What follows belongs to an exercise in optimizing a design on an open flow for small area; a production flow would make more cautious choices.
Function was checked by simulation only, so behaviour that the tests miss may differ from the original.
Power is estimated from default activity; no workload was simulated.

File: config.mk
export PLATFORM = sky130hd
export DESIGN_NAME = regfile_param
export DESIGN_NICKNAME = regfile_param
export VERILOG_FILES = /design/flow/design.v
export SDC_FILE = /design/flow/constraint.sdc
export NUM_CORES = 4
export LEC_CHECK = 0
export CAP_MARGIN = 20
export CORE_AREA = 4.6 5.44 508.76 369.92
export CTS_BUF_LIST = sky130_fd_sc_hd__clkbuf_16
export CTS_CLUSTER_DIAMETER = 70
export CTS_CLUSTER_SIZE = 30
export DIE_AREA = 0 0 513.36 375.36
export GPL_TIMING_DRIVEN = 0
export SETUP_SLACK_MARGIN = 0.1
export SLEW_MARGIN = 20
export SYNTH_HIERARCHICAL = 1
File: constraint.sdc
create_clock -name core_clock -period 8.0 [get_ports {clk}]
set_input_delay 1.6000 -clock core_clock [delete_from_list [all_inputs] [get_ports {clk}]]
set_output_delay 1.6000 -clock core_clock [all_outputs]
set_load 0.01 [all_outputs]
File: design.v
module regfile_param_o22ai (
  input  logic a1, a2, b1, b2,
  output logic y
);
  assign y = ~((a1 | a2) & (b1 | b2));
endmodule
module regfile_param_inv (
  input  logic a,
  output logic y
);
  assign y = ~a;
endmodule
module regfile_param_or4 (
  input  logic a, b, c, d,
  output logic y
);
  assign y = a | b | c | d;
endmodule
module regfile_param_hold #(parameter int W = 64) (
  input  logic [W-1:0] s,
  input  logic         e,
  input  logic         e_n,
  input  logic [W-1:0] wl,
  output logic [W-1:0] d
);
  for (genvar b = 0; b < W; b++) begin : g_b
    regfile_param_o22ai u_g (.a1(s[b]), .a2(e), .b1(wl[b]), .b2(e_n), .y(d[b]));
  end
endmodule
module regfile_param_rd2 #(parameter int W = 64) (
  input  logic [W-1:0] s0,
  input  logic         n0,
  input  logic [W-1:0] s1,
  input  logic         n1,
  output logic [W-1:0] y
);
  for (genvar b = 0; b < W; b++) begin : g_b
    regfile_param_o22ai u_g (.a1(s0[b]), .a2(n0), .b1(s1[b]), .b2(n1), .y(y[b]));
  end
endmodule
module regfile_param_rd8 #(parameter int W = 64) (
  input  logic [W-1:0] y0,
  input  logic [W-1:0] y1,
  input  logic [W-1:0] y2,
  input  logic [W-1:0] y3,
  output logic [W-1:0] z
);
  for (genvar b = 0; b < W; b++) begin : g_b
    regfile_param_or4 u_g (.a(y0[b]), .b(y1[b]), .c(y2[b]), .d(y3[b]), .y(z[b]));
  end
endmodule
module regfile_param_rd32 #(parameter int W = 64) (
  input  logic [W-1:0] z0,
  input  logic [W-1:0] z1,
  input  logic [W-1:0] z2,
  input  logic [W-1:0] z3,
  input  logic         q,
  output logic [W-1:0] o
);
  assign o = ~(z0 | z1 | z2 | z3) ^ {W{q}};
endmodule
module regfile_param #(
  parameter int DATA_W   = 64,
  parameter int ADDR_W   = 5,
  parameter int ZERO_REG = 31
) (
  input  logic              clk,
  input  logic              rst_n,
  input  logic              clr,
  input  logic [ADDR_W-1:0] Rn,
  input  logic [ADDR_W-1:0] Rm,
  input  logic [ADDR_W-1:0] Rd,
  input  logic              RegWr,
  input  logic [DATA_W-1:0] data,
  output logic [DATA_W-1:0] out1,
  output logic [DATA_W-1:0] out2,
  output logic              ready
);
  localparam int              NENT = 2**ADDR_W - 1;    
  localparam logic [ADDR_W-1:0] ZR = ADDR_W'(ZERO_REG);
  logic              run_q;      
  logic [ADDR_W-1:0] cnt_q;      
  logic              ph_q;       
  always_ff @(posedge clk or negedge rst_n) begin
    if (!rst_n) begin
      run_q <= 1'b0;
      cnt_q <= '0;
      ph_q  <= 1'b0;
    end else begin
      ph_q <= ~ph_q;
      if (run_q) begin
        if (clr) run_q <= 1'b0;
      end else begin
        cnt_q <= cnt_q + 1'b1;
        if (cnt_q == '1) run_q <= 1'b1;
      end
    end
  end
  assign ready = run_q;
  logic wr_fire;
  assign wr_fire = run_q && RegWr && !clr && (Rd != ZR);
  logic              wen;
  logic [ADDR_W-1:0] waddr;
  assign wen   = wr_fire | ~run_q;
  assign waddr = run_q ? Rd : cnt_q;
  logic [NENT-1:0] wsel, we, we_n;
  always_comb begin
    for (int i = 0; i < NENT; i++)
      wsel[i] = wen && (waddr == ADDR_W'(i));
  end
  for (genvar i = 0; i < NENT; i++) begin : g_we
    regfile_param_inv u_we_n (.a(wsel[i]), .y(we_n[i]));
    regfile_param_inv u_we   (.a(we_n[i]), .y(we[i]));
  end
  logic              run_n, ph_n, run_b, ph_b;
  logic [DATA_W-1:0] wl, wl_n;
  assign run_n = ~run_q;
  assign ph_n  = ~ph_q;
  regfile_param_inv u_run_b (.a(run_n), .y(run_b));
  regfile_param_inv u_ph_b  (.a(ph_n),  .y(ph_b));
  assign wl_n = ~((data & {DATA_W{run_b}}) ^ {DATA_W{ph_b}});
  for (genvar b = 0; b < DATA_W; b++) begin : g_wl
    regfile_param_inv u_wl (.a(wl_n[b]), .y(wl[b]));
  end
  logic [DATA_W-1:0] mem_q [NENT];
  logic [DATA_W-1:0] mem_d [NENT];
  for (genvar i = 0; i < NENT; i++) begin : g_ent
    regfile_param_hold #(.W(DATA_W)) u_hold (
      .s(mem_q[i]), .e(we[i]), .e_n(we_n[i]), .wl(wl), .d(mem_d[i])
    );
    always_ff @(posedge clk) mem_q[i] <= mem_d[i];
  end
  logic [1:0][ADDR_W-1:0] raddr;
  logic [1:0][DATA_W-1:0] rdata;
  assign raddr = {Rm, Rn};
  for (genvar p = 0; p < 2; p++) begin : g_rd
    logic                    byp;
    logic                    zero;
    logic [NENT:0]           rsel, rsel_n;
    logic                    q, q_n;
    logic [DATA_W-1:0]       y [16];
    logic [DATA_W-1:0]       z [4];
    assign byp  = wr_fire && (raddr[p] == Rd);
    assign zero = !run_q || (raddr[p] == ZR);
    always_comb begin
      for (int k = 0; k < NENT; k++)
        rsel[k] = run_q && !byp && (raddr[p] == ADDR_W'(k));
      rsel[NENT] = byp;
    end
    for (genvar k = 0; k <= NENT; k++) begin : g_sel
      regfile_param_inv u_sel_n (.a(rsel[k]), .y(rsel_n[k]));
    end
    assign q_n = ~(ph_q | zero);
    regfile_param_inv u_q (.a(q_n), .y(q));
    for (genvar j = 0; j < 15; j++) begin : g_l1
      regfile_param_rd2 #(.W(DATA_W)) u_rd2 (
        .s0(mem_q[2*j]), .n0(rsel_n[2*j]), .s1(mem_q[2*j+1]), .n1(rsel_n[2*j+1]), .y(y[j])
      );
    end
    regfile_param_rd2 #(.W(DATA_W)) u_rd2_byp (
      .s0(mem_q[NENT-1]), .n0(rsel_n[NENT-1]), .s1(wl), .n1(rsel_n[NENT]), .y(y[15])
    );
    for (genvar j = 0; j < 4; j++) begin : g_l2
      regfile_param_rd8 #(.W(DATA_W)) u_rd8 (
        .y0(y[4*j]), .y1(y[4*j+1]), .y2(y[4*j+2]), .y3(y[4*j+3]), .z(z[j])
      );
    end
    regfile_param_rd32 #(.W(DATA_W)) u_rd32 (
      .z0(z[0]), .z1(z[1]), .z2(z[2]), .z3(z[3]), .q(q), .o(rdata[p])
    );
  end
  assign out1 = rdata[0];
  assign out2 = rdata[1];
endmodule
File: flow/run.sh
#!/bin/bash
# Own flow: the standard layout, except that the global placement step (3_3)
# is replaced by a structured placement of the register array (place.tcl).
set -euo pipefail
WORK=$PWD
RES=$WORK/orfs/results/$FLOW_PLATFORM/regfile_param/base
PDIR=$FLOW_HOME/platforms/$FLOW_PLATFORM

bash standard.sh synth floorplan 3_2_place_iop > log_1_synth_to_iop.txt 2>&1

LIB_FILE=$PDIR/lib/sky130_fd_sc_hd__tt_025C_1v80.lib PLATFORM_DIR=$PDIR \
  ODB_IN=$RES/3_2_place_iop.odb SDC_IN=$RES/2_floorplan.sdc ODB_OUT=$RES/3_3_place_gp.odb \
  PORT_BUF=sky130_fd_sc_hd__buf_1 IO_PLACER_H=met3 IO_PLACER_V=met2 TILE_W=32 BAND_H=8 ROW0=4 X0=12 SPINE=48 EARLY_SETUP_MARGIN=1.0 MISC_DENSITY=0.7 \
  openroad -no_init -exit flow/place.tcl > log_2_place.txt 2>&1

bash standard.sh finish > log_3_finish.txt 2>&1
File: flow/place.tcl
# Structured placement of the register array, in place of ORFS's global
# placement (step 3_3). Reads 3_2_place_iop.odb, writes 3_3_place_gp.odb.
#
# Layout: bits along x, entries along y. The core is cut into 32 tiles across
# (two bits each, TILE_W sites wide, with a free spine of SPINE sites in the
# middle for the decoders and line drivers) and 16 bands up (two entries each,
# BAND_H rows). In its tile and band, each stored bit gets its flip-flop and
# hold gate side by side in one of the band's even rows, and the first-level
# read gate of one port in the odd row above; the second-level read gates sit
# in odd rows too, and the last read level of each output bit in the bottom
# rows, over the bit's pins. Every other cell (decoders, line drivers, port
# buffers) starts at the mean position of what it connects to and is then
# spread by the global placer with the array held in place; detailed
# placement legalises the result.

read_liberty $::env(LIB_FILE)
read_db $::env(ODB_IN)
read_sdc $::env(SDC_IN)
source $::env(PLATFORM_DIR)/setRC.tcl

set db    [ord::get_db]
set block [ord::get_db_block]

# ---- synthesis buffers out; strong drivers on the long lines ----
remove_buffers
set n 0
foreach net [$block getNets] {
  set drv ""
  set fo 0
  foreach it [$net getITerms] {
    if {[$it isOutputSignal]} { set drv $it } elseif {[$it isInputSignal]} { incr fo }
  }
  if {$drv eq "" || $fo < 24} continue
  set inst [$drv getInst]
  set m [[$inst getMaster] getName]
  if {![regexp {^(sky130_fd_sc_hd__inv)_([0-9]+)$} $m -> base sz]} continue
  if {$sz >= 4} continue
  set nm [$db findMaster ${base}_4]
  if {$nm eq "NULL" || $nm eq ""} continue
  $inst swapMaster $nm
  incr n
}
puts "upsized $n drivers"

# ---- port buffers, as the standard flow's global placement step makes them ----
buffer_ports -buffer_cell $::env(PORT_BUF)

# ---- rows ----
set rows {}
foreach r [$block getRows] { lappend rows [list [lindex [$r getOrigin] 1] $r] }
set rows [lsort -integer -index 0 $rows]
set nrows [llength $rows]
set r0 [lindex $rows 0 1]
set SX [lindex [$r0 getOrigin] 0]
set SW [[$r0 getSite] getWidth]
set RH [[$r0 getSite] getHeight]
set nsites [$r0 getSiteCount]

set TILE_W $::env(TILE_W)
set HOLD_X [expr {$TILE_W > 28 ? 17 : 16}]
set L1_X   [expr {$TILE_W > 28 ? 23 : 21}]
set BAND_H $::env(BAND_H)
set ROW0   $::env(ROW0)
set X0     $::env(X0)

set SPINE $::env(SPINE)
# site of tile t's left edge: tiles 0-15, then a free spine for the decoders
# and line drivers, then tiles 16-31
proc tx {t} {
  global X0 TILE_W SPINE
  return [expr {$X0 + $TILE_W * $t + ($t >= 16 ? $SPINE : 0)}]
}

proc put {inst row site} {
  global rows SX SW
  set r [lindex $rows $row 1]
  $inst setOrient [$r getOrient]
  $inst setLocation [expr {$SX + $site * $SW}] [lindex $rows $row 0]
  $inst setPlacementStatus PLACED
}

# classify by instance name (flops) or output net name (read/hold gates)
set BR {\\?\[}
set KT {\\?\]}
set placed [dict create]
set l2info [dict create]
set misc {}
foreach inst [$block getInsts] {
  set master [$inst getMaster]
  if {[$master getType] ne "CORE"} continue
  if {[$inst isFixed]} continue
  set iname [$inst getName]
  set onet ""
  foreach it [$inst getITerms] {
    if {[$it isOutputSignal] && [$it getNet] ne "NULL"} { set onet [[$it getNet] getName] }
  }
  if {[regexp "^mem_q${BR}(\\d+)${KT}${BR}(\\d+)${KT}" $iname -> k b]} {
    set j [expr {$k / 2}]; set e [expr {$k % 2}]; set q [expr {$b % 2}]; set t [expr {$b / 2}]
    put $inst [expr {$ROW0 + $BAND_H * $j + 2 * (2 * $e + $q)}] [tx $t]
  } elseif {[regexp "^g_ent${BR}(\\d+)${KT}\\.u_hold\\.g_b${BR}(\\d+)${KT}\\.u_g\\.y$" $onet -> k b]} {
    set j [expr {$k / 2}]; set e [expr {$k % 2}]; set q [expr {$b % 2}]; set t [expr {$b / 2}]
    put $inst [expr {$ROW0 + $BAND_H * $j + 2 * (2 * $e + $q)}] [expr {[tx $t] + $HOLD_X}]
  } elseif {[regexp "^g_rd${BR}(\\d)${KT}\\.g_l1${BR}(\\d+)${KT}\\.u_rd2\\.g_b${BR}(\\d+)${KT}\\.u_g\\.y$" $onet -> p j b]} {
    set q [expr {$b % 2}]; set t [expr {$b / 2}]
    put $inst [expr {$ROW0 + $BAND_H * $j + 2 * (2 * $p + $q) + 1}] [expr {[tx $t] + $L1_X}]
  } elseif {[regexp "^g_rd${BR}(\\d)${KT}\\.g_l2${BR}(\\d+)${KT}\\.u_rd8\\.g_b${BR}(\\d+)${KT}\\.u_g\\.y$" $onet -> p g b]} {
    set q [expr {$b % 2}]; set t [expr {$b / 2}]
    put $inst [expr {$ROW0 + $BAND_H * (4 * $g + 1) + 1 + 2 * $p}] [expr {[tx $t] + 7 * $q}]
    dict set l2info $inst [list $p $b]
  } else {
    lappend misc $inst
    continue
  }
  dict set placed $inst 1
}
# the last first-level gate (entry 30 and the bypass) has no name of its own:
# find it as the gate that feeds a second-level gate and is not placed yet
set rest {}
foreach inst $misc {
  set hit ""
  if {[string match "*o22ai*" [[$inst getMaster] getName]]} {
    foreach it [$inst getITerms] {
      if {![$it isOutputSignal] || [$it getNet] eq "NULL"} continue
      foreach o [[$it getNet] getITerms] {
        if {[dict exists $l2info [$o getInst]]} { set hit [dict get $l2info [$o getInst]] }
      }
    }
  }
  if {$hit eq ""} { lappend rest $inst; continue }
  lassign $hit p b
  set q [expr {$b % 2}]; set t [expr {$b / 2}]
  put $inst [expr {$ROW0 + $BAND_H * 15 + 2 * (2 * $p + $q) + 1}] [expr {[tx $t] + $L1_X}]
  dict set placed $inst 1
}
set misc $rest

# last read level (nor4 and phase xor of each output bit): bottom rows, under
# the bit's tile; found as the loads of the second-level gates
set l3 [dict create]
dict for {inst pb} $l2info {
  foreach it [$inst getITerms] {
    if {![$it isOutputSignal] || [$it getNet] eq "NULL"} continue
    foreach o [[$it getNet] getITerms] {
      if {[$o isInputSignal]} { dict set l3 [$o getInst] $pb }
    }
  }
}
set l4 [dict create]
dict for {inst pb} $l3 {
  foreach it [$inst getITerms] {
    if {![$it isOutputSignal] || [$it getNet] eq "NULL"} continue
    foreach o [[$it getNet] getITerms] {
      if {[$o isInputSignal]} { dict set l4 [$o getInst] $pb }
    }
  }
}
set rest {}
foreach inst $misc {
  if {[dict exists $l3 $inst]} {
    lassign [dict get $l3 $inst] p b
    set q [expr {$b % 2}]; set t [expr {$b / 2}]
    put $inst [expr {2 * $p + $q}] [tx $t]
    dict set placed $inst 1
  } elseif {[dict exists $l4 $inst]} {
    lassign [dict get $l4 $inst] p b
    set q [expr {$b % 2}]; set t [expr {$b / 2}]
    put $inst [expr {2 * $p + $q}] [expr {[tx $t] + 6}]
    dict set placed $inst 1
  } else {
    lappend rest $inst
  }
}
set misc $rest
puts "array cells placed: [dict size $placed], other cells: [llength $misc]"

# ---- other cells: mean position of their connections ----
proc inst_xy {inst} {
  set bb [$inst getBBox]
  return [list [expr {([$bb xMin] + [$bb xMax]) / 2.0}] [expr {([$bb yMin] + [$bb yMax]) / 2.0}]]
}
proc bterm_xy {bt} {
  set bb [$bt getBBox]
  return [list [expr {([$bb xMin] + [$bb xMax]) / 2.0}] [expr {([$bb yMin] + [$bb yMax]) / 2.0}]]
}
set core [$block getCoreArea]
set cx [expr {([$core xMin] + [$core xMax]) / 2}]
set cy [expr {([$core yMin] + [$core yMax]) / 2}]
foreach inst $misc {
  $inst setLocation $cx $cy
  $inst setPlacementStatus PLACED
}

set XLO [$core xMin]
set XHI [$core xMax]
set YLO [$core yMin]
set YHI [$core yMax]

proc spread_misc {iters} {
  global misc XLO XHI YLO YHI
  for {set it 0} {$it < $iters} {incr it} {
    foreach inst $misc {
      set sx 0.0; set sy 0.0; set nn 0
      foreach iterm [$inst getITerms] {
        set net [$iterm getNet]
        if {$net eq "NULL"} continue
        set st [$net getSigType]
        if {$st eq "POWER" || $st eq "GROUND" || $st eq "CLOCK"} continue
        set px 0.0; set py 0.0; set np 0
        foreach o [$net getITerms] {
          set oi [$o getInst]
          if {$oi eq $inst} continue
          lassign [inst_xy $oi] x y
          set px [expr {$px + $x}]; set py [expr {$py + $y}]; incr np
        }
        foreach bt [$net getBTerms] {
          lassign [bterm_xy $bt] x y
          set px [expr {$px + $x}]; set py [expr {$py + $y}]; incr np
        }
        if {$np == 0} continue
        set sx [expr {$sx + $px / $np}]; set sy [expr {$sy + $py / $np}]; incr nn
      }
      if {$nn == 0} continue
      set w [[$inst getMaster] getWidth]
      set h [[$inst getMaster] getHeight]
      set x [expr {int($sx / $nn - $w / 2)}]
      set y [expr {int($sy / $nn - $h / 2)}]
      set x [expr {max($XLO, min($x, $XHI - $w))}]
      set y [expr {max($YLO, min($y, $YHI - $h))}]
      $inst setLocation $x $y
    }
  }
}

# ---- pins: each bit's data and read outputs on the bottom edge under its
# tile, the address and control pins on the bottom edge under the spine ----
set die [$block getDieArea]
set dbu [$block getDbUnitsPerMicron]
proc um {v} { global dbu; return [expr {double($v) / $dbu}] }
for {set b 0} {$b < 64} {incr b} {
  set q [expr {$b % 2}]; set t [expr {$b / 2}]
  set x0 [expr {$SX + ([tx $t] + 8 * $q) * $SW + $SW / 2}]
  place_pin -pin_name "out1\[$b\]" -layer $::env(IO_PLACER_V) -location [list [um [expr {$x0 + 2 * $SW}]] 0] -pin_size {0.14 0.485} -force_to_die_boundary
  place_pin -pin_name "out2\[$b\]" -layer $::env(IO_PLACER_V) -location [list [um [expr {$x0 + 4 * $SW}]] 0] -pin_size {0.14 0.485} -force_to_die_boundary
  place_pin -pin_name "data\[$b\]" -layer $::env(IO_PLACER_V) -location [list [um [expr {$x0 + 6 * $SW}]] 0] -pin_size {0.14 0.485} -force_to_die_boundary
}
set ctl {clk rst_n clr RegWr}
foreach n {Rn Rm Rd} { for {set i 0} {$i < 5} {incr i} { lappend ctl "${n}\[$i\]" } }
set i 0
foreach n $ctl {
  set x [expr {$SX + ([tx 16] - $SPINE + 4 + 2 * $i) * $SW + $SW / 2}]
  place_pin -pin_name $n -layer $::env(IO_PLACER_V) -location [list [um $x] 0] -pin_size {0.14 0.485} -force_to_die_boundary
  incr i
}

spread_misc 40

# spread the other cells with the global placer, the array held in place
foreach inst [dict keys $placed] { $inst setPlacementStatus FIRM }
global_placement -skip_initial_place -density $::env(MISC_DENSITY) -pad_left 0 -pad_right 0
foreach inst [dict keys $placed] { $inst setPlacementStatus PLACED }

detailed_placement

# ---- early timing repair with a wide margin (routing adds delay later) ----
estimate_parasitics -placement
repair_design
repair_timing -setup -setup_margin $::env(EARLY_SETUP_MARGIN) -repair_tns 100
report_worst_slack
detailed_placement
check_placement -verbose
write_db $::env(ODB_OUT)
File: standard.sh
#!/bin/bash
# synth_recipe.tcl (not shown) runs the flow's synth.tcl, then flattens the netlist and writes it again
# the make line also repeats each setting of config.mk as NAME=value (left out here)
make -C /OpenROAD-flow-scripts/flow DESIGN_CONFIG=/design/flow/config.mk WORK_HOME=/design/flow/orfs CLKGATE_MAP_FILE= SYNTH_SCRIPT=/design/flow/synth_recipe.tcl "${@:-finish}"
==> results.yml, run 1 <==
sta:
  rsz0062_at_grt: "false"
  relSlewSlack: 0.2472
  tns_ns: 0
  finalMaxSlewViolations: 0
  setup_slack_ns: 0.5810
  layout_min_cycle_time_ns: 7.419
  clock_skew_ns: 0.03332
  hold_violations: 0
  finalSetupViolations: 0
  post-route-period-util: 0.9274
  max_freq_mhz: 134.8
  max_slew.worst_pin.slew_ns: 1.129
power:
  p_per_area_nw_per_um2: 407.6
  vdd_ir_drop_max_mv: 0.1865
  design_power_total_mw: 33.61
  p_leak_nw: 29.32
place:
  dp_hpwl_um: 277400
  place_area_sq_um: 78500
  place_ws_ns: 0.9231
  dp_cells: 9986
hold_path:
  worstHoldEndpoint: "ph_q"
  hp-class: "reg2reg"
  hold_depth: 1
  worstHoldStart: "ph_q"
clock_tree:
  htreeDepth: 3
  cts-root-buf: "clkbuf_16"
  post_cts_buffers: 0
  cts_hold_buf: 0
  post_cts_resized: 0
  cts_buffer_depth: 3
  clk-insertion-delay-late_ns: 0.79
  cts_sinks: 1991
  path_clk_slew_ns: 0.11
  cts_tree: "built"
  cts_buffers: 106
yosys:
  ys.flop_type: "dfxtp_1"
  async_flop_share: 0.003516
  ys_warn_count: 14
  syn_area_sq_um: 74180
  yosysSeqAreaShare: 0.5378
  synthTopCellsByArea: "dfxtp_1, o22ai_1, or4_1"
  yosysTopAreaCell: "dfxtp_1"
  syn_nets: 7443
  synth_cells: 7358
  synth.distinct_cells: 46
  postSynthAreaPerCell_sq_um: 10.08
  synth_edf_count: 0
  synth_seq_cells: 1991
  yosys.area.top_type_share: 0.5354
layout:
  design_area_sq_um: 82460
  synthToLayoutAreaGrowth_pct: 11.16
  final_cell_count_no_fill: 10190
  layout_common_cells: "o22ai_1, dfxtp_1, or4_1"
  final_common_cell: "o22ai_1"
  fill_cells: 17970
  drive_gt1_frac: 0.05574
  fin_nets: 7732
critical_path:
  critPathCaptureType: "primary output"
  rr_endpoint: "mem_q[30][12]"
  reg2reg_from: "run_q"
  reg2reg_slack_ns: 3.56
  path_class: "reg2out"
  cp_max_fo: 64
  cp.arrival_ns: 5.82
  reg2reg_depth: 6
  cp.required_ns: 6.40
  start_kind: "flip-flop"
floorplanning:
  initial_core_util: 0.4037
  floorplan.rows: 134
  die_h_um: 375.4
  die_w_um: 513.4
  core_sq_um: 183800
  ioPinCount: 212
  die-area_sq_um: 192700
route:
  wl_per_cell_um: 35.10
  drtIter0Drc: 6429
  ant_nets: 0
  routed_wirelength_um: 357600
  drc: 0
  via_count: 72810
  viasPerCell: 7.147
  drt_pass1_iterations: 6
grt:
  antenna_found_initial: 4
  grt_max_degree: 66
  grt_use_total: 0.3537
  grt_pass1_vias: 72520
  overflow: 0
  grt_pass1_wl_um: 508800
outcome:
  status: "complete, no violations"
flow_run:
  maxCapViolations: 0
## flip-flops by register name, indices dropped and copies added, names as in the netlist
signal / count
mem_q: 1984
cnt_q: 5
ph_q: 1
run_q: 1
## cells by family (layout without fill, tap and decap cells)
logic type / Yosys count / count (layout) / synth area share
compound gates: 4108 / 4111 / 0.3480
flops: 1991 / 1991 / 0.5378
simple gates: 791 / 791 / 0.07297
buf+inv: 257 / 628 / 0.01607
xor+xnor: 205 / 205 / 0.02420
mux: 4 / 4 / 0.0005903
fa+ha+maj: 2 / 2 / 0.0003373
other cells: 0 / 7 / 0
## synth_stat cells, types with 2 or more instances
cell type	count
buf_1	4
inv_1	198
or4_1	512
o22ai_1	4034
and2_1	2
xor2_1	202
and3_1	2
mux2_2	3
nor3_1	2
a211oi_1	62
and3b_1	2
clkbuf_1	8
nor4_4	2
dfrtp_1	7
a211oi_4	2
nor2_1	22
nor3b_1	3
nand3_1	6
or3_1	2
xnor2_1	3
dfxtp_1	1984
nor4_1	143
buf_6	5
o221ai_1	2
buf_2	23
or3b_2	2
nand2b_1	3
buf_4	7
ha_1	2
buf_8	12
a31oi_1	3
nand3b_1	8
nand2_1	72
nand4b_1	2
## stage by stage
step	utilization	hold WS, ns
after floorplan	-	0.3938
after detailed placement	0.4272	0.4432
after CTS	0.4485	0.4588
after global routing	0.4487	0.4861
final	0.4487	0.4656
## routing by layer
| metal | track usage | up-vias | share of wire |
|---|---|---|---|
| li1 | - | 32850 | - |
| met1 | 0.3431 | 36270 | 0.33 |
| met2 | 0.5955 | 2603 | 0.47 |
| met3 | 0.03254 | 1093 | 0.032 |
| met4 | 0.4663 | 4 | 0.16 |
| met5 | 0 | - | 0.000067 |
## per-module statistics from Yosys (local to each module, per instance), excerpt
module,flip-flops and latches,copies in the design
regfile_param,1991,1
regfile_param_inv,0,194
regfile_param_o22ai,0,4032
regfile_param_or4,0,512
## area by class of cell
| type | instances | area, sq um | area share |
|---|---|---|---|
| clock buffer | 107 | 2678 | 0.03247 |
| tap | 2448 | 3063 | 0.03714 |
| antenna | 7 | 17.52 | 0.0002124 |
| clock inverter | 86 | 1236 | 0.01499 |
| timing repair buffer | 237 | 1026 | 0.01244 |
| multi-input combinational | 5113 | 33190 | 0.4025 |
| inverter | 198 | 1359 | 0.01648 |
| sequential | 1991 | 39890 | 0.4838 |
## worst max path at each step
stage / slack, ns / startpoint / to
6_report: 0.58 / run_q / out2[8]
5_1_grt: 0.39 / run_q / out1[38]
4_1_cts: 0.76 / run_q / out2[4]
3_5_place_dp: 0.92 / Rd[4] / out2[4]
2_1_floorplan: 1.58 / Rd[4] / out1[0]
## worst max-delay path: stages (launching register included)
cell and delay, ns:
dfrtp_1 1.06, nand3b_1 0.71, a211oi_4 0.46, buf_12 0.20, buf_4 0.13, a211oi_1 0.10, clkinv_4 0.43, o22ai_1 0.19
or4_1 0.84, nor4_1 0.42, xor2_1 0.23, buf_1 0.19
## power breakdown
group / switching (mW) / internal, mW
Clock: 3.86 / 2.85
Sequential: 4.16 / 15.3
Combinational: 4.10 / 3.36
==> inputs of run 2 (changes only) <==
--- a/config.mk
+++ b/config.mk
@@ -8,7 +8,7 @@
 export CAP_MARGIN = 20
 export CORE_AREA = 4.6 5.44 508.76 369.92
 export CTS_BUF_LIST = sky130_fd_sc_hd__clkbuf_16
-export CTS_CLUSTER_DIAMETER = 70
+export CTS_CLUSTER_DIAMETER = 60
 export CTS_CLUSTER_SIZE = 30
 export DIE_AREA = 0 0 513.36 375.36
 export GPL_TIMING_DRIVEN = 0
==> results.yml, run 2 <==
yosys:
  yosysSeqAreaShare: 0.5378
  yosys-mux-area-fraction: 0.0005903
  syn_area_sq_um: 74180
  yosysMostFrequentCell: "o22ai_1"
  synth_cells: 7358
  synth.distinct_cells: 46
  synth_seq_cells: 1991
  async_flop_share: 0.003516
  syn_nets: 7443
  synth.top_cells.by_count: "o22ai_1, dfxtp_1, or4_1, xor2_1, inv_1"
  synth_edf_count: 0
  synthAdderAreaFrac: 0.0003373
  synth_compound_area_frac: 0.3480
  ys.flop_type: "dfxtp_1"
  synth-xor-area-share: 0.02420
  ys_warn_count: 14
  yosysTopAreaCell: "dfxtp_1"
  synth_top_family_by_area: "compound AO/OA/AOI/OAI gates"
  synthTopCellsByArea: "dfxtp_1, o22ai_1, or4_1"
  yosys.area.top_type_share: 0.5354
  synth-simple-area-share: 0.07297
  postSynthAreaPerCell_sq_um: 10.08
grt:
  grt_pass1_vias: 73050
  grt_pass1_wl_um: 510200
  grt_use_total: 0.3548
  antenna_found_initial: 2
  overflow: 0
  grt_max_degree: 66
layout:
  postLayoutCoreUtil: 0.4534
  largest_reg_flops: 1984
  fin_nets: 7765
  final_common_cell: "o22ai_1"
  drive_gt1_frac: 0.06131
  design_area_sq_um: 83310
  synthToLayoutAreaGrowth_pct: 12.31
  regMostFlops: "mem_q"
  biggestRegsByFlops: "mem_q x1984, cnt_q x5"
  layout_common_cells: "o22ai_1, dfxtp_1, or4_1"
hold_path:
  worstHoldStart: "ph_q"
  hp-class: "reg2reg"
clock_tree:
  cts_buffer_depth: 3
  cts_sinks: 1991
  cts_hold_buf: 0
  cts_buffers: 139
  htreeDepth: 4
  post_cts_buffers: 0
  clk-insertion-delay-late_ns: 0.78
  path_clk_slew_ns: 0.08
  post_cts_resized: 0
  cts-root-buf: "clkbuf_16"
  cts_tree: "built"
sta:
  clock_skew_ns: 0.02388
  finalMaxSlewViolations: 0
  finalSetupViolations: 0
  post-route-period-util: 0.9249
  layout_min_cycle_time_ns: 7.399
  whs_ns: 0.4570
  hold_violations: 0
  max_slew.worst_pin.slew_ns: 1.129
  rsz0062_at_grt: "false"
  max_freq_mhz: 135.2
  tns_ns: 0
  relSlewSlack: 0.2472
flow_run:
  maxCapViolations: 0
critical_path:
  path_class: "reg2out"
  cp_num_buf_inv: 4
  cpPeakStageDelay_ns: 1.06
  cp.arrival_ns: 5.80
  reg2reg_from: "run_q"
  cp_cell_sequence: "nand3b_1 > a211oi_4 > buf_12 > buf_4 > a211oi_1 > clkinv_4 > o22ai_1 > or4_1 > nor4_1 > xor2_1 > buf_1"
  start_kind: "flip-flop"
  cp_max_fo: 64
  critPathSlowestCell: "dfrtp_1"
  cp.required_ns: 6.40
  crit_start: "run_q"
  critPathCaptureType: "primary output"
  cp_top_family: "simple AND/OR/NAND/NOR gates"
route:
  via_count: 73080
  viasPerCell: 7.128
  routed_wirelength_um: 358400
  drtIter0Drc: 6066
  ant_nets: 0
  wl_per_cell_um: 34.96
  drc: 0
  drt_pass1_iterations: 5
floorplanning:
  die_w_um: 513.4
  ioPinCount: 212
  initial_core_util: 0.4037
  floorplan.rows: 134
  die_h_um: 375.4
  die-area_sq_um: 192700
  core_sq_um: 183800
power:
  vdd_ir_drop_max_mv: 0.2384
  design_power_total_mw: 34.56
  p_leak_nw: 29.77
  p_per_area_nw_per_um2: 414.9
outcome:
  status: "complete, no violations"
place:
  place_area_sq_um: 78500
  dp_hpwl_um: 277400
-- run 2: cell counts after synthesis --
No cell type changed its count.
-- run 2: final timing paths --
| kind | cells past startpoint | to | slack (ns) |
|---|---|---|---|
| worst min register to register | 1 | ph_q | 0.46 |
| max in group asynchronous | 1 | cnt_q[0] | 6.93 |
| min in group asynchronous | 1 | ph_q | 0.74 |
| worst min-delay path | 1 | ph_q | 0.46 |
| worst max-delay path | 11 | out1[12] | 0.60 |
| worst max register to register | 6 | mem_q[30][54] | 3.53 |
-- run 2: through the flow --
stage                     setup WS (ns)  instances
final                            0.6008      10250
after detailed placement         0.9231       9986
after global routing             0.3854      10250
after CTS                        0.7609      10240
after floorplan                   1.576       7358
-- run 2: cell type report --
class | instances | area (sq um)
sequential | 1991 | 39890
timing repair buffer | 237 | 1026
tap | 2448 | 3063
multi-input combinational | 5113 | 33180
inverter | 198 | 1359
clock inverter | 110 | 1065
fill | 17890 | 100400
antenna | 8 | 20.02
clock buffer | 148 | 3704
-- run 2: modules after synthesis, one instance, submodules excluded, a selection --
module	flip-flops and latches	cells inside	area, sq um
regfile_param_inv	0	1	3.754
regfile_param_or4	0	1	7.507
regfile_param	1991	2350	42260
regfile_param_o22ai	0	1	6.256
-- run 2: cell families after synthesis --
family / after synthesis
AO/OA/AOI/OAI: 4108
XOR/XNOR: 205
adder cells (fa/ha/maj): 2
buffers and inverters: 257
flip-flops: 1991
multiplexers: 4
AND/OR/NAND/NOR: 791
-- run 2: power by group --
| group | switching, mW | internal [mW] | total (mW) |
|---|---|---|---|
| registers | 4.16 | 15.3 | 19.5 |
| clock network | 3.81 | 3.83 | 7.64 |
| logic | 4.10 | 3.36 | 7.46 |
| total | 12.1 | 22.5 | 34.6 |
-- run 2: routing by layer --
layer  GRT usage  vias to the layer above  share of wire
met3     0.03496                     1091          0.032
met4      0.4578                        2           0.16
met5           0                        -       0.000036
met2      0.6013                     2608           0.47
li1            -                    32930              -
met1      0.3433                    36450           0.34
==> inputs of run 3 (changes only) <==
--- a/config.mk
+++ b/config.mk
@@ -8,8 +8,8 @@
 export CAP_MARGIN = 20
 export CORE_AREA = 4.6 5.44 508.76 369.92
 export CTS_BUF_LIST = sky130_fd_sc_hd__clkbuf_16
-export CTS_CLUSTER_DIAMETER = 60
-export CTS_CLUSTER_SIZE = 30
+export CTS_CLUSTER_DIAMETER = 80
+export CTS_CLUSTER_SIZE = 25
 export DIE_AREA = 0 0 513.36 375.36
 export GPL_TIMING_DRIVEN = 0
 export SETUP_SLACK_MARGIN = 0.1
==> results.yml, run 3 <==
grt:
  busiest_layer: "met2"
  antenna_found_initial: 2
  grt_max_degree: 66
  overflow: 0
  grt_use_total: 0.3525
  met2_usage: 0.5978
  grt_pass1_wl_um: 506700
  grtUsageMet3: 0.03128
  grt_use_met1: 0.3411
  grt_pass1_vias: 72340
sta:
  relSlewSlack: 0.2566
  max_slew.worst_pin.slew_ns: 1.115
  clock_skew_ns: 0.02051
  post-route-period-util: 0.9411
  layout_min_cycle_time_ns: 7.529
  rsz0062_at_grt: "false"
  tns_ns: 0
  whs_ns: 0.4617
  finalMaxSlewViolations: 0
  hold_violations: 0
  max_freq_mhz: 132.8
  finalSetupViolations: 0
floorplanning:
  ioPinCount: 212
  core_sq_um: 183800
  die-area_sq_um: 192700
  floorplan.rows: 134
  die_h_um: 375.4
  initial_core_util: 0.4037
  die_w_um: 513.4
flow_run:
  maxCapViolations: 0
route:
  viasPerCell: 7.172
  ant_nets: 0
  via_count: 72530
  drc: 0
  drt_pass1_iterations: 6
  drtIter0Drc: 6303
  routed_wirelength_um: 356300
  wl_per_cell_um: 35.24
place:
  dp_hpwl_um: 277400
  dp_cells: 9986
clock_tree:
  cts_sinks: 1991
  post_cts_resized: 0
  cts_buffer_depth: 3
  cts_hold_buf: 0
  cts-root-buf: "clkbuf_16"
  htreeDepth: 3
  cts_buffers: 91
  cts_tree: "built"
  post_cts_buffers: 0
  path_clk_slew_ns: 0.10
  clk-insertion-delay-late_ns: 0.76
layout:
  largest_reg_flops: 1984
  biggestRegsByFlops: "mem_q x1984, cnt_q x5"
  multi_input_area_sq_um: 33180
  final_cell_count_no_fill: 10110
  fill_cells: 18070
  synthToLayoutAreaGrowth_pct: 9.393
  layout_common_cells: "o22ai_1, dfxtp_1, or4_1"
  drive_gt1_frac: 0.04534
  regArea_sq_um: 39890
  regMostFlops: "mem_q"
  fin_nets: 7717
  postLayoutCoreUtil: 0.4416
  final_common_cell: "o22ai_1"
critical_path:
  critPathSlowestCell: "nand3_1"
  cp.arrival_ns: 5.93
  cp_max_fo: 64
  cpMostUsedCell: "buf_1"
  start_kind: "input port"
  critPathCaptureType: "primary output"
  cp.required_ns: 6.40
  cp_cell_sequence: "buf_1 > nand3_1 > a211oi_1 > clkinv_4 > o22ai_1 > or4_1 > nor4_1 > xor2_1 > buf_1"
  cpPeakStageDelay_ns: 0.81
  path_class: "in2out"
power:
  power.switching_mw: 11.43
  p_per_area_nw_per_um2: 398.8
  p_leak_nw: 28.73
  vdd_ir_drop_max_mv: 0.1900
  pwr-share-comb: 0.230
  switching_share: 0.3532
  p_seq_frac: 0.601
  pwr-share-clk: 0.169
  design_power_total_mw: 32.36
  p_int_mw: 20.93
yosys:
  syn_nets: 7443
  async_flop_share: 0.003516
  postSynthAreaPerCell_sq_um: 10.08
  synth.distinct_cells: 46
  synth_edf_count: 0
  ys_warn_count: 14
  synth_seq_cells: 1991
  yosysMostFrequentCell: "o22ai_1"
  ys.flop_type: "dfxtp_1"
  synthTopCellsByArea: "dfxtp_1, o22ai_1, or4_1"
  synth.top_cells.by_count: "o22ai_1, dfxtp_1, or4_1, xor2_1, inv_1"
  yosys.area.top_type_share: 0.5354
  synth_cells: 7358
  syn_area_sq_um: 74180
  yosysSeqAreaShare: 0.5378
  yosysTopAreaCell: "dfxtp_1"
outcome:
  status: "complete, no violations"
hold_path:
  hp-class: "reg2reg"
## run 3: cell types whose count changed in the layout (fill, tap and decap cells not counted), moves of 7 or more
cell	before	now
inv_8	8	1
clkbuf_16	148	97
inv_6	26	3
clkinv_4	51	43
bufinv_16	11	3
clkinvlp_4	17	1
clkinv_1	13	4
clkinv_2	15	1
## run 3: layer usage
metal,vias to the layer above,part of all wire
li1,32690,-
met1,36200,0.34
met2,2585,0.47
met3,1043,0.031
met4,4,0.16
met5,-,0.000067
## run 3: power groups by stage
stage / clock, mW / combinational [mW] / sequential, mW
4_1_cts: 5.59 / 7.28 / 19.3
3_5_place_dp: 0 / 7.30 / 19.5
6_report: 5.47 / 7.45 / 19.4
2_1_floorplan: 0 / 5.45 / 18.4
5_1_grt: 5.96 / 8.11 / 20.1
## run 3: cells by family (layout without fill, tap and decap cells)
logic type | Yosys count | in the layout | synth area share
other | 0 | 11 | 0
AO/OA/AOI/OAI | 4108 | 4111 | 0.3480
buffers and inverters | 257 | 549 | 0.01607
adder cells (fa/ha/maj) | 2 | 2 | 0.0003373
flip-flops | 1991 | 1991 | 0.5378
XOR/XNOR | 205 | 205 | 0.02420
multiplexers | 4 | 4 | 0.0005903
AND/OR/NAND/NOR | 791 | 791 | 0.07297
## run 3: metrics by stage
| step | worst slack, ns | cell area [sq um] |
|---|---|---|
| after floorplan | 1.576 | 74180 |
| after detailed placement | 0.9231 | 78500 |
| after CTS | 0.7818 | 81100 |
| after global routing | 0.3969 | 81120 |
| final | 0.4710 | 81150 |
## run 3: final timing paths
path                            startpoint      endpoint  slack, ns  cells after the start
worst max-delay path                 Rm[0]      out2[27]       0.47                      9
worst min-delay path                  ph_q          ph_q       0.46                      1
min in group asynchronous            rst_n      cnt_q[2]       0.76                      1
max in group asynchronous            rst_n          ph_q       6.92                      1
worst max register to register       run_q  mem_q[30][9]       3.62                      6
worst min register to register        ph_q          ph_q       0.46                      1
## run 3: modules after synthesis, one instance, submodules excluded, excerpt
| module | cells | times used | flip-flops and latches |
|---|---|---|---|
| regfile_param | 2350 | 1 | 1991 |
| regfile_param_or4 | 1 | 512 | 0 |
| regfile_param_o22ai | 1 | 4032 | 0 |
| regfile_param_inv | 1 | 194 | 0 |
## run 3: worst max-delay path, delay by kind of cell
kind | cells | cell delay [ns]
compound gates | 2 | 1.02
xor+xnor | 1 | 0.19
simple gates | 3 | 1.65
buf+inv | 3 | 1.42
## run 3: final cells by class
type	instances	share of cell area
Clock buffer	97	0.02991
Inverter	198	0.01674
Clock inverter	17	0.002097
Multi-Input combinational cell	5113	0.4089
Timing Repair Buffer	237	0.01264
Sequential cell	1991	0.4916
Tap cell	2448	0.03774
Antenna cell	11	0.0003392
==> inputs of run 4 (changes only) <==
--- a/config.mk
+++ b/config.mk
@@ -9,7 +9,7 @@
 export CORE_AREA = 4.6 5.44 508.76 369.92
 export CTS_BUF_LIST = sky130_fd_sc_hd__clkbuf_16
 export CTS_CLUSTER_DIAMETER = 80
-export CTS_CLUSTER_SIZE = 25
+export CTS_CLUSTER_SIZE = 20
 export DIE_AREA = 0 0 513.36 375.36
 export GPL_TIMING_DRIVEN = 0
 export SETUP_SLACK_MARGIN = 0.1
==> results.yml, run 4 <==
place:
  place_area_sq_um: 78500
  dp_cells: 9986
  dp_hpwl_um: 277400
clock_tree:
  clk-insertion-delay-late_ns: 0.78
  cts_buffers: 110
  cts_tree: "built"
  cts_buffer_depth: 3
  post_cts_resized: 0
  cts_sinks: 1991
  cts-root-buf: "clkbuf_16"
  htreeDepth: 3
  post_cts_buffers: 0
  cts_hold_buf: 0
  path_clk_slew_ns: 0.09
critical_path:
  cp_num_buf_inv: 3
  critPathCaptureType: "primary output"
  cpPeakStageDelay_ns: 1.08
  cp.arrival_ns: 5.84
  path_class: "reg2out"
  cp_max_fo: 64
  critPathSlowestCell: "dfrtp_1"
  start_kind: "flip-flop"
  cp_cell_sequence: "nand3b_1 > a211oi_4 > buf_12 > a211oi_1 > inv_4 > o22ai_1 > or4_1 > nor4_1 > xor2_1 > buf_1"
  reg2reg_slack_ns: 3.53
  cp.required_ns: 6.40
  cp_top_family: "simple AND/OR/NAND/NOR gates"
grt:
  overflow: 0
  grt_pass1_vias: 72500
  grt_pass1_wl_um: 508400
  busiest_layer: "met2"
  grt_max_degree: 66
  grt_use_total: 0.3534
  grt_use_met1: 0.3435
  grtUsageMet3: 0.03151
  antenna_found_initial: 4
  met2_usage: 0.5966
layout:
  layout_common_cells: "o22ai_1, dfxtp_1, or4_1"
  final_cell_count_no_fill: 10120
  drive_gt1_frac: 0.04749
  fill_cells: 18040
  design_area_sq_um: 81500
  fin_nets: 7736
  biggestRegsByFlops: "mem_q x1984, cnt_q x5"
  regMostFlops: "mem_q"
  largest_reg_flops: 1984
  final_common_cell: "o22ai_1"
  synthToLayoutAreaGrowth_pct: 9.872
sta:
  layout_min_cycle_time_ns: 7.442
  max_slew.worst_pin.slew_ns: 1.107
  tns_ns: 0
  finalSetupViolations: 0
  post-route-period-util: 0.9303
  rsz0062_at_grt: "false"
  relSlewSlack: 0.2622
  clock_skew_ns: 0.03042
  finalMaxSlewViolations: 0
  max_freq_mhz: 134.4
  whs_ns: 0.4604
  hold_violations: 0
hold_path:
  hp-class: "reg2reg"
route:
  viasPerCell: 7.168
  ant_nets: 0
  routed_wirelength_um: 357500
  drt_pass1_iterations: 5
  via_count: 72540
  wl_per_cell_um: 35.32
  drc: 0
  drtIter0Drc: 6394
yosys:
  synthTopCellsByArea: "dfxtp_1, o22ai_1, or4_1"
  postSynthAreaPerCell_sq_um: 10.08
  yosysMostFrequentCell: "o22ai_1"
  synth.top_cells.by_count: "o22ai_1, dfxtp_1, or4_1, xor2_1, inv_1"
  yosysSeqAreaShare: 0.5378
  async_flop_share: 0.003516
  synth.distinct_cells: 46
  yosys.area.top_type_share: 0.5354
  ys.flop_type: "dfxtp_1"
  syn_area_sq_um: 74180
  synth_seq_cells: 1991
  synth_edf_count: 0
  ys_warn_count: 14
  yosysTopAreaCell: "dfxtp_1"
  synth_cells: 7358
  syn_nets: 7443
floorplanning:
  ioPinCount: 212
  initial_core_util: 0.4037
  die_h_um: 375.4
  core_sq_um: 183800
  die-area_sq_um: 192700
  floorplan.rows: 134
  die_w_um: 513.4
power:
  design_power_total_mw: 32.75
  vdd_ir_drop_max_mv: 0.1898
  p_leak_nw: 28.90
  p_per_area_nw_per_um2: 401.8
flow_run:
  maxCapViolations: 0
outcome:
  status: "complete, no violations"
run 4: cell counts after synthesis:
Identical to the previous run, type by type.
run 4: worst paths after layout:
path | startpoint | endpoint | depth (start not counted)
max in group asynchronous | rst_n | cnt_q[0] | 1
max reg2reg | run_q | mem_q[30][59] | 6
min in group asynchronous | rst_n | ph_q | 1
min reg2reg | ph_q | ph_q | 1
max | run_q | out2[31] | 10
min | ph_q | ph_q | 1
run 4: per-stage QoR:
step,worst slack [ns],utilization
final,0.5576,0.4435
after global routing,0.3530,0.4435
after CTS,0.7746,0.4433
after detailed placement,0.9231,0.4272
after floorplan,1.576,-
run 4: cells by family (layout without fill, tap and decap cells):
family / count (synthesis) / count (layout) / synth area share
AO/OA/AOI/OAI: 4108 / 4111 / 0.3480
adder cells (fa/ha/maj): 2 / 2 / 0.0003373
multiplexers: 4 / 4 / 0.0005903
flip-flops: 1991 / 1991 / 0.5378
XOR/XNOR: 205 / 205 / 0.02420
AND/OR/NAND/NOR: 791 / 791 / 0.07297
buffers and inverters: 257 / 561 / 0.01607
other: 0 / 8 / 0
run 4: worst reg2reg max path: stages (launching register included):
cell and delay (ns):
dfrtp_1 0.80, inv_1 0.58, o21ai_1 0.45, nor4_1 0.98, inv_4 0.54, inv_4 0.72, o22ai_1 0.23
run 4: routing by layer:
metal  wire length, um  share of wire
met2            167000           0.47
met3             11480          0.032
met4             58940           0.16
met5                13       0.000036
met1            120000           0.34
run 4: where the power goes:
group | internal (mW) | switching, mW | leakage, nW
Sequential | 15.3 | 4.16 | 16.7
Combinational | 3.36 | 4.08 | 10.7
Clock | 2.58 | 3.27 | 1.46
Total | 21.2 | 11.5 | 28.9
run 4: Yosys stat by module, one instance, submodules excluded, a selection:
| module | flops+latches | cells | cell area, sq um | times used |
|---|---|---|---|---|
| regfile_param_inv | 0 | 1 | 3.754 | 194 |
| regfile_param_o22ai | 0 | 1 | 6.256 | 4032 |
| regfile_param | 1991 | 2350 | 42260 | 1 |
| regfile_param_or4 | 0 | 1 | 7.507 | 512 |
run 4: area by class of cell:
class	count	area, sq um	share of cell area
repair buffers	237	1026	0.01259
inverters	198	1359	0.01667
clock buffers	113	2828	0.03469
clock inverters	13	132.6	0.001627
diodes	8	20.02	0.0002456
multi-input cells	5113	33180	0.4071
flip-flops and latches	1991	39890	0.4895
well taps	2448	3063	0.03758
==> inputs of run 5 (changes only) <==
--- a/config.mk
+++ b/config.mk
@@ -8,8 +8,8 @@
 export CAP_MARGIN = 20
 export CORE_AREA = 4.6 5.44 508.76 369.92
 export CTS_BUF_LIST = sky130_fd_sc_hd__clkbuf_16
-export CTS_CLUSTER_DIAMETER = 80
-export CTS_CLUSTER_SIZE = 20
+export CTS_CLUSTER_DIAMETER = 100
+export CTS_CLUSTER_SIZE = 25
 export DIE_AREA = 0 0 513.36 375.36
 export GPL_TIMING_DRIVEN = 0
 export SETUP_SLACK_MARGIN = 0.1
==> results.yml, run 5 <==
power:
  power.switching_mw: 11.44
  design_power_total_mw: 32.11
  pwr-share-clk: 0.162
  switching_share: 0.3562
  p_leak_nw: 28.59
  pwr-share-comb: 0.232
  p_per_area_nw_per_um2: 397.1
  vdd_ir_drop_max_mv: 0.1807
  p_seq_frac: 0.605
  p_int_mw: 20.67
route:
  met3_length_um: 11340
  top_layer: "met5"
  wl_met2_um: 167800
  drc: 0
  routed_wirelength_um: 357400
  via_count: 72530
  drt-met1-wl_um: 119900
  drt_pass1_iterations: 6
  ant_nets: 0
  drtIter0Drc: 6275
  wl_per_cell_um: 35.41
  viasPerCell: 7.187
clock_tree:
  cts_buffer_depth: 3
  path_clk_slew_ns: 0.11
  cts_hold_buf: 0
  cts_buffers: 89
  htreeDepth: 3
  cts_sinks: 1991
  post_cts_resized: 0
  cts-root-buf: "clkbuf_16"
  cts_tree: "built"
  post_cts_buffers: 0
  clk-insertion-delay-late_ns: 0.75
yosys:
  synth.top_cells.by_count: "o22ai_1, dfxtp_1, or4_1, xor2_1, inv_1"
  synth_seq_cells: 1991
  ys.flop_type: "dfxtp_1"
  syn_nets: 7443
  synth_cells: 7358
  yosysSeqAreaShare: 0.5378
  postSynthAreaPerCell_sq_um: 10.08
  synth.distinct_cells: 46
  ys_warn_count: 14
  syn_area_sq_um: 74180
  yosysTopAreaCell: "dfxtp_1"
  yosys.area.top_type_share: 0.5354
  async_flop_share: 0.003516
  synthTopCellsByArea: "dfxtp_1, o22ai_1, or4_1"
  yosysMostFrequentCell: "o22ai_1"
  synth_edf_count: 0
critical_path:
  cp.arrival_ns: 5.94
  cp_max_fo: 64
  start_kind: "flip-flop"
  critPathCaptureType: "primary output"
  path_class: "reg2out"
  cp.required_ns: 6.40
sta:
  finalMaxSlewViolations: 0
  finalSetupViolations: 0
  tns_ns: 0
  whs_ns: 0.4604
  layout_min_cycle_time_ns: 7.535
  max_slew.worst_pin.slew_ns: 1.130
  max_freq_mhz: 132.7
  relSlewSlack: 0.2468
  rsz0062_at_grt: "false"
  hold_violations: 0
  clock_skew_ns: 0.02484
  post-route-period-util: 0.9419
layout:
  fill_cells: 18090
  drive_gt1_frac: 0.04425
  postLayoutCoreUtil: 0.4400
  fin_nets: 7715
  largest_reg_flops: 1984
  final_common_cell: "o22ai_1"
  synthToLayoutAreaGrowth_pct: 9.002
  regMostFlops: "mem_q"
  layout_common_cells: "o22ai_1, dfxtp_1, or4_1"
  multi_input_area_sq_um: 33180
  biggestRegsByFlops: "mem_q x1984, cnt_q x5"
  regArea_sq_um: 39890
hold_path:
  hp-class: "reg2reg"
floorplanning:
  core_sq_um: 183800
  die_h_um: 375.4
  die_w_um: 513.4
  ioPinCount: 212
  initial_core_util: 0.4037
  die-area_sq_um: 192700
  floorplan.rows: 134
place:
  dp_hpwl_um: 277400
grt:
  grt_max_degree: 66
  overflow: 0
  grt_pass1_wl_um: 507600
  grt_pass1_vias: 72360
  antenna_found_initial: 6
  grt_use_total: 0.3530
outcome:
  status: "complete, no violations"
flow_run:
  maxCapViolations: 0
run 5: cell count changes in the layout (fill, tap and decap cells not counted):
| cell | delta |
|---|---|
| clkbuf_16 | -24 |
| diode_2 | -3 |
| bufinv_16 | -2 |
| clkinv_2 | -2 |
| clkinv_8 | +2 |
| clkinv_1 | -1 |
| clkinvlp_4 | -1 |
| inv_8 | +1 |
run 5: critical path: stages, from the launching register on:
cell and delay [ns]:
dfrtp_1 1.07, nand3b_1 0.70, a211oi_4 0.46, buf_12 0.19, a211oi_1 0.12, inv_4 0.58, o22ai_1 0.24, or4_1 0.91
nor4_1 0.48, xor2_1 0.17, buf_1 0.18
run 5: power groups by stage:
stage | combinational (mW) | sequential [mW] | clock (mW)
floorplan | 5.45 | 18.4 | 0
detailed placement | 7.30 | 19.5 | 0
finish | 7.46 | 19.4 | 5.21
global route | 8.11 | 20.1 | 5.72
CTS | 7.28 | 19.3 | 5.33
run 5: per-layer routing:
metal  GRT usage  vias up
li1            -    32710
met1      0.3433    36170
met2      0.5945     2590
met3     0.03095     1052
met4      0.4655        4
met5           0        -
run 5: cells by family (layout without fill, tap and decap cells):
family,Yosys count,in the layout,synth area share
buffers and inverters,257,534,0.01607
AOI/OAI and AO/OA,4108,4111,0.3480
DFF,1991,1991,0.5378
muxes,4,4,0.0005903
and+or+nand+nor,791,791,0.07297
other,0,5,0
xor gates and xnor gates,205,205,0.02420
adders and majority gates,2,2,0.0003373
run 5: layout make-up:
cell class / instances / share of cell area
Timing Repair Buffer: 237 / 0.01269
Sequential cell: 1991 / 0.4934
Clock buffer: 89 / 0.02754
Inverter: 198 / 0.01680
Antenna cell: 5 / 0.0001547
Tap cell: 2448 / 0.03788
Clock inverter: 10 / 0.001176
Multi-Input combinational cell: 5113 / 0.4104
run 5: per-stage QoR:
stage                     setup slack, ns  cells  area [sq um]
after floorplan                     1.576   7358         74180
after detailed placement           0.9231   9986         78500
after CTS                          0.7814  10090         80830
after global routing               0.4101  10090         80850
final                              0.4648  10090         80860
run 5: Yosys stat by module (local to each module, per instance), a selection:
module / copies in the design / flip-flops and latches / cells inside / area [sq um]
regfile_param_o22ai: 4032 / 0 / 1 / 6.256
regfile_param_inv: 194 / 0 / 1 / 3.754
regfile_param_or4: 512 / 0 / 1 / 7.507
regfile_param: 1 / 1991 / 2350 / 42260
run 5: path summary, 6_finish.rpt:
| check | from | endpoint | slack [ns] | cells after the start |
|---|---|---|---|---|
| setup / recovery | run_q | out2[11] | 0.46 | 10 |
| hold / removal | ph_q | ph_q | 0.46 | 1 |
| setup reg to reg | run_q | mem_q[30][9] | 3.50 | 6 |
| hold reg to reg | ph_q | ph_q | 0.46 | 1 |
| max in group asynchronous | rst_n | cnt_q[0] | 6.91 | 1 |
| min in group asynchronous | rst_n | cnt_q[2] | 0.76 | 1 |
==> inputs of run 6 (changes only) <==
--- a/flow/run.sh
+++ b/flow/run.sh
@@ -10,7 +10,7 @@
 
 LIB_FILE=$PDIR/lib/sky130_fd_sc_hd__tt_025C_1v80.lib PLATFORM_DIR=$PDIR \
   ODB_IN=$RES/3_2_place_iop.odb SDC_IN=$RES/2_floorplan.sdc ODB_OUT=$RES/3_3_place_gp.odb \
-  PORT_BUF=sky130_fd_sc_hd__buf_1 IO_PLACER_H=met3 IO_PLACER_V=met2 TILE_W=32 BAND_H=8 ROW0=4 X0=12 SPINE=48 EARLY_SETUP_MARGIN=1.0 MISC_DENSITY=0.7 \
+  PORT_BUF=sky130_fd_sc_hd__buf_1 IO_PLACER_H=met3 IO_PLACER_V=met2 TILE_W=32 BAND_H=8 ROW0=4 X0=12 SPINE=48 EARLY_SETUP_MARGIN=1.0 MISC_DENSITY=0.7 DRIVER_SIZE=2 \
   openroad -no_init -exit flow/place.tcl > log_2_place.txt 2>&1
 
 bash standard.sh finish > log_3_finish.txt 2>&1
--- a/flow/place.tcl
+++ b/flow/place.tcl
@@ -21,7 +21,7 @@
 set db    [ord::get_db]
 set block [ord::get_db_block]
 
-# ---- synthesis buffers out; strong drivers on the long lines ----
+# ---- synthesis buffers out; stronger inverters on the long lines ----
 remove_buffers
 set n 0
 foreach net [$block getNets] {
@@ -34,8 +34,8 @@
   set inst [$drv getInst]
   set m [[$inst getMaster] getName]
   if {![regexp {^(sky130_fd_sc_hd__inv)_([0-9]+)$} $m -> base sz]} continue
-  if {$sz >= 4} continue
-  set nm [$db findMaster ${base}_4]
+  if {$sz >= $::env(DRIVER_SIZE)} continue
+  set nm [$db findMaster ${base}_$::env(DRIVER_SIZE)]
   if {$nm eq "NULL" || $nm eq ""} continue
   $inst swapMaster $nm
   incr n
==> results.yml, run 6 <==
yosys:
  yosysTopAreaCell: "dfxtp_1"
  postSynthAreaPerCell_sq_um: 10.08
  synth_edf_count: 0
  syn_area_sq_um: 74180
  synthTopCellsByArea: "dfxtp_1, o22ai_1, or4_1"
  yosys.area.top_type_share: 0.5354
  yosysSeqAreaShare: 0.5378
  synth_cells: 7358
  yosysMostFrequentCell: "o22ai_1"
  synth_seq_cells: 1991
  synth.top_cells.by_count: "o22ai_1, dfxtp_1, or4_1, xor2_1, inv_1"
  async_flop_share: 0.003516
  ys.flop_type: "dfxtp_1"
  syn_nets: 7443
  synth.distinct_cells: 46
  ys_warn_count: 14
critical_path:
  critPathCaptureType: "primary output"
  cpMostUsedCell: "xor2_1"
  cp_num_buf_inv: 4
  cp_cell_sequence: "inv_1 > inv_4 > nand2_1 > xor2_1 > inv_2 > o22ai_1 > or4_1 > nor4_1 > xor2_1 > buf_1"
  critPathSlowestCell: "dfrtp_1"
  cp_max_fo: 64
  cp.required_ns: 6.40
  rr_endpoint: "mem_q[26][58]"
  cp.depth: 10
  cpPeakStageDelay_ns: 1.06
  start_kind: "flip-flop"
  reg2reg_from: "run_q"
  reg2reg_slack_ns: 3.50
  path_class: "reg2out"
  reg2reg_depth: 7
  crit_start: "run_q"
  cp.arrival_ns: 5.87
  cp_top_family: "buffers and inverters"
  cp-endpoint: "out1[15]"
layout:
  drive_gt1_frac: 0.04637
  final_common_cell: "o22ai_1"
  fin_nets: 7734
  regMostFlops: "mem_q"
  layout_common_cells: "o22ai_1, dfxtp_1, or4_1"
  final_cell_count_no_fill: 10120
  biggestRegsByFlops: "mem_q x1984, cnt_q x5"
  fill_cells: 18160
  synthToLayoutAreaGrowth_pct: 9.378
  largest_reg_flops: 1984
grt:
  grt_pass1_wl_um: 505300
  grt_use_total: 0.3518
  overflow: 0
  antenna_found_initial: 5
  grt_pass1_vias: 71860
  grt_max_degree: 66
sta:
  layout_min_cycle_time_ns: 7.468
  post-route-period-util: 0.9334
  clock_skew_ns: 0.02443
  tns_ns: 0
  rsz0062_at_grt: "false"
  finalMaxSlewViolations: 0
  max_slew.worst_pin.slew_ns: 1.087
  relSlewSlack: 0.2756
  hold_violations: 0
  finalSetupViolations: 0
  max_freq_mhz: 133.9
power:
  p_per_area_nw_per_um2: 396.3
  p_leak_nw: 28.74
  vdd_ir_drop_max_mv: 0.2212
route:
  drt-met1-wl_um: 120000
  drtIter0Drc: 5973
  routed_wirelength_um: 356600
  drc: 0
  via_count: 72220
  drt_pass1_iterations: 5
  wl_per_cell_um: 35.24
  wl_met2_um: 166400
  met3_length_um: 11380
  viasPerCell: 7.136
  ant_nets: 0
  top_layer: "met4"
clock_tree:
  cts_buffers: 89
  cts_sinks: 1991
  post_cts_buffers: 0
  cts_hold_buf: 0
  cts_tree: "built"
  clk-insertion-delay-late_ns: 0.75
  path_clk_slew_ns: 0.10
  cts_buffer_depth: 3
  htreeDepth: 3
  cts-root-buf: "clkbuf_16"
hold_path:
  hp-class: "reg2reg"
floorplanning:
  initial_core_util: 0.4037
  ioPinCount: 212
  die-area_sq_um: 192700
  die_w_um: 513.4
  floorplan.rows: 134
  die_h_um: 375.4
  core_sq_um: 183800
outcome:
  status: "complete, no violations"
place:
  dp_cells: 10000
  dp_hpwl_um: 277600
flow_run:
  maxCapViolations: 0
run 6: worst min path at each step:
stage | depth (start not counted) | to | startpoint
floorplan | 1 | ph_q | ph_q
detailed placement | 1 | ph_q | ph_q
CTS | 1 | ph_q | ph_q
global route | 1 | ph_q | ph_q
finish | 1 | ph_q | ph_q
run 6: metrics by stage:
step | setup slack (ns) | power, mW | hold slack (ns) | util | cell area [sq um]
after CTS | 0.4027 | 31.97 | 0.4355 | 0.4410 | 81040
after floorplan | 1.576 | 23.89 | 0.3938 | - | 74180
after detailed placement | 1.057 | 26.86 | 0.4215 | 0.4282 | 78680
after global routing | 0.2376 | 33.93 | 0.4662 | 0.4414 | 81110
final | 0.5324 | 32.16 | 0.4377 | 0.4416 | 81140
run 6: kinds of logic after synthesis:
logic type	after synthesis	share of synthesized area
compound gates	4108	0.3480
xor+xnor	205	0.02420
fa+ha+maj	2	0.0003373
buf+inv	257	0.01607
flops	1991	0.5378
mux	4	0.0005903
simple gates	791	0.07297
run 6: layer usage:
layer	up-vias	global-route usage
li1	32740	-
met1	35740	0.3424
met2	2671	0.5913
met3	1069	0.03012
met4	0	0.4666
met5	-	0.0002491
run 6: report_power, final:
| group | internal (mW) | leakage [nW] | total (mW) | switching (mW) |
|---|---|---|---|---|
| logic | 3.42 | 10.8 | 7.49 | 4.07 |
| registers | 15.3 | 16.7 | 19.4 | 4.15 |
| clock network | 2.09 | 1.17 | 5.23 | 3.15 |
| total | 20.8 | 28.7 | 32.2 | 11.4 |
run 6: final cells by class:
class / count / area, sq um / share of cell area
clock inverters: 5 / 36.28 / 0.0004472
diodes: 16 / 40.04 / 0.0004935
multi-input cells: 5113 / 33180 / 0.4089
inverters: 198 / 1107 / 0.01365
repair buffers: 255 / 1490 / 0.01837
repair inverters: 1 / 5.005 / 0.00006168
clock buffers: 93 / 2327 / 0.02868
well taps: 2448 / 3063 / 0.03775
flip-flops and latches: 1991 / 39890 / 0.4917
run 6: Yosys stat by module, one instance, submodules excluded, a selection:
module | cell area, sq um | copies in the design
regfile_param_inv | 3.754 | 194
regfile_param_o22ai | 6.256 | 4032
regfile_param_or4 | 7.507 | 512
regfile_param | 42260 | 1
run 6: repair_timing:
item	CTS	global route
endpoints found under the setup margin	0	1
endpoints found under the hold margin	0	0
gates resized for setup	0	1

re-timing with driven ports:
The flow's constraints put no driver on any port. The routed layouts listed below were extracted and timed again, unchanged, in two steps.
Step 1 sets driving cells, clkbuf_16 on the clock port and buf_2 on the other inputs (assumed; they add their load-dependent delay and slew).
Step 2 times the ports against the registers' clock, not the clock port: input delays grow and output delays shrink by t, the midpoint of the rising clock arrivals with the driver on.
Slacks: ideal / step 1 / step 2; pairs: ideal / step 1.
run	t, ns	slack for setup (ns)	hold slack, ns	worst data-port slew with drivers (ns)
run 1	0.837	0.581 / 0.525 / 0.621	0.466 / 0.466 / 0.466	0.09
run 2	0.839	0.601 / 0.542 / 0.623	0.457 / 0.457 / 0.457	0.09
run 3	0.814	0.471 / 0.402 / 0.402	0.462 / 0.462 / 0.462	0.08
run 4	0.831	0.558 / 0.492 / 0.635	0.460 / 0.460 / 0.460	0.09
run 5	0.805	0.465 / 0.409 / 0.504	0.460 / 0.460 / 0.460	0.10
run 6	0.806	0.532 / 0.471 / 0.705	0.438 / 0.438 / 0.438	0.12
After both steps setup and hold are still met in every run listed. The setup slack of run 3, which loses most, moves by -0.069 ns with the drivers and by -0.069 ns with both steps.
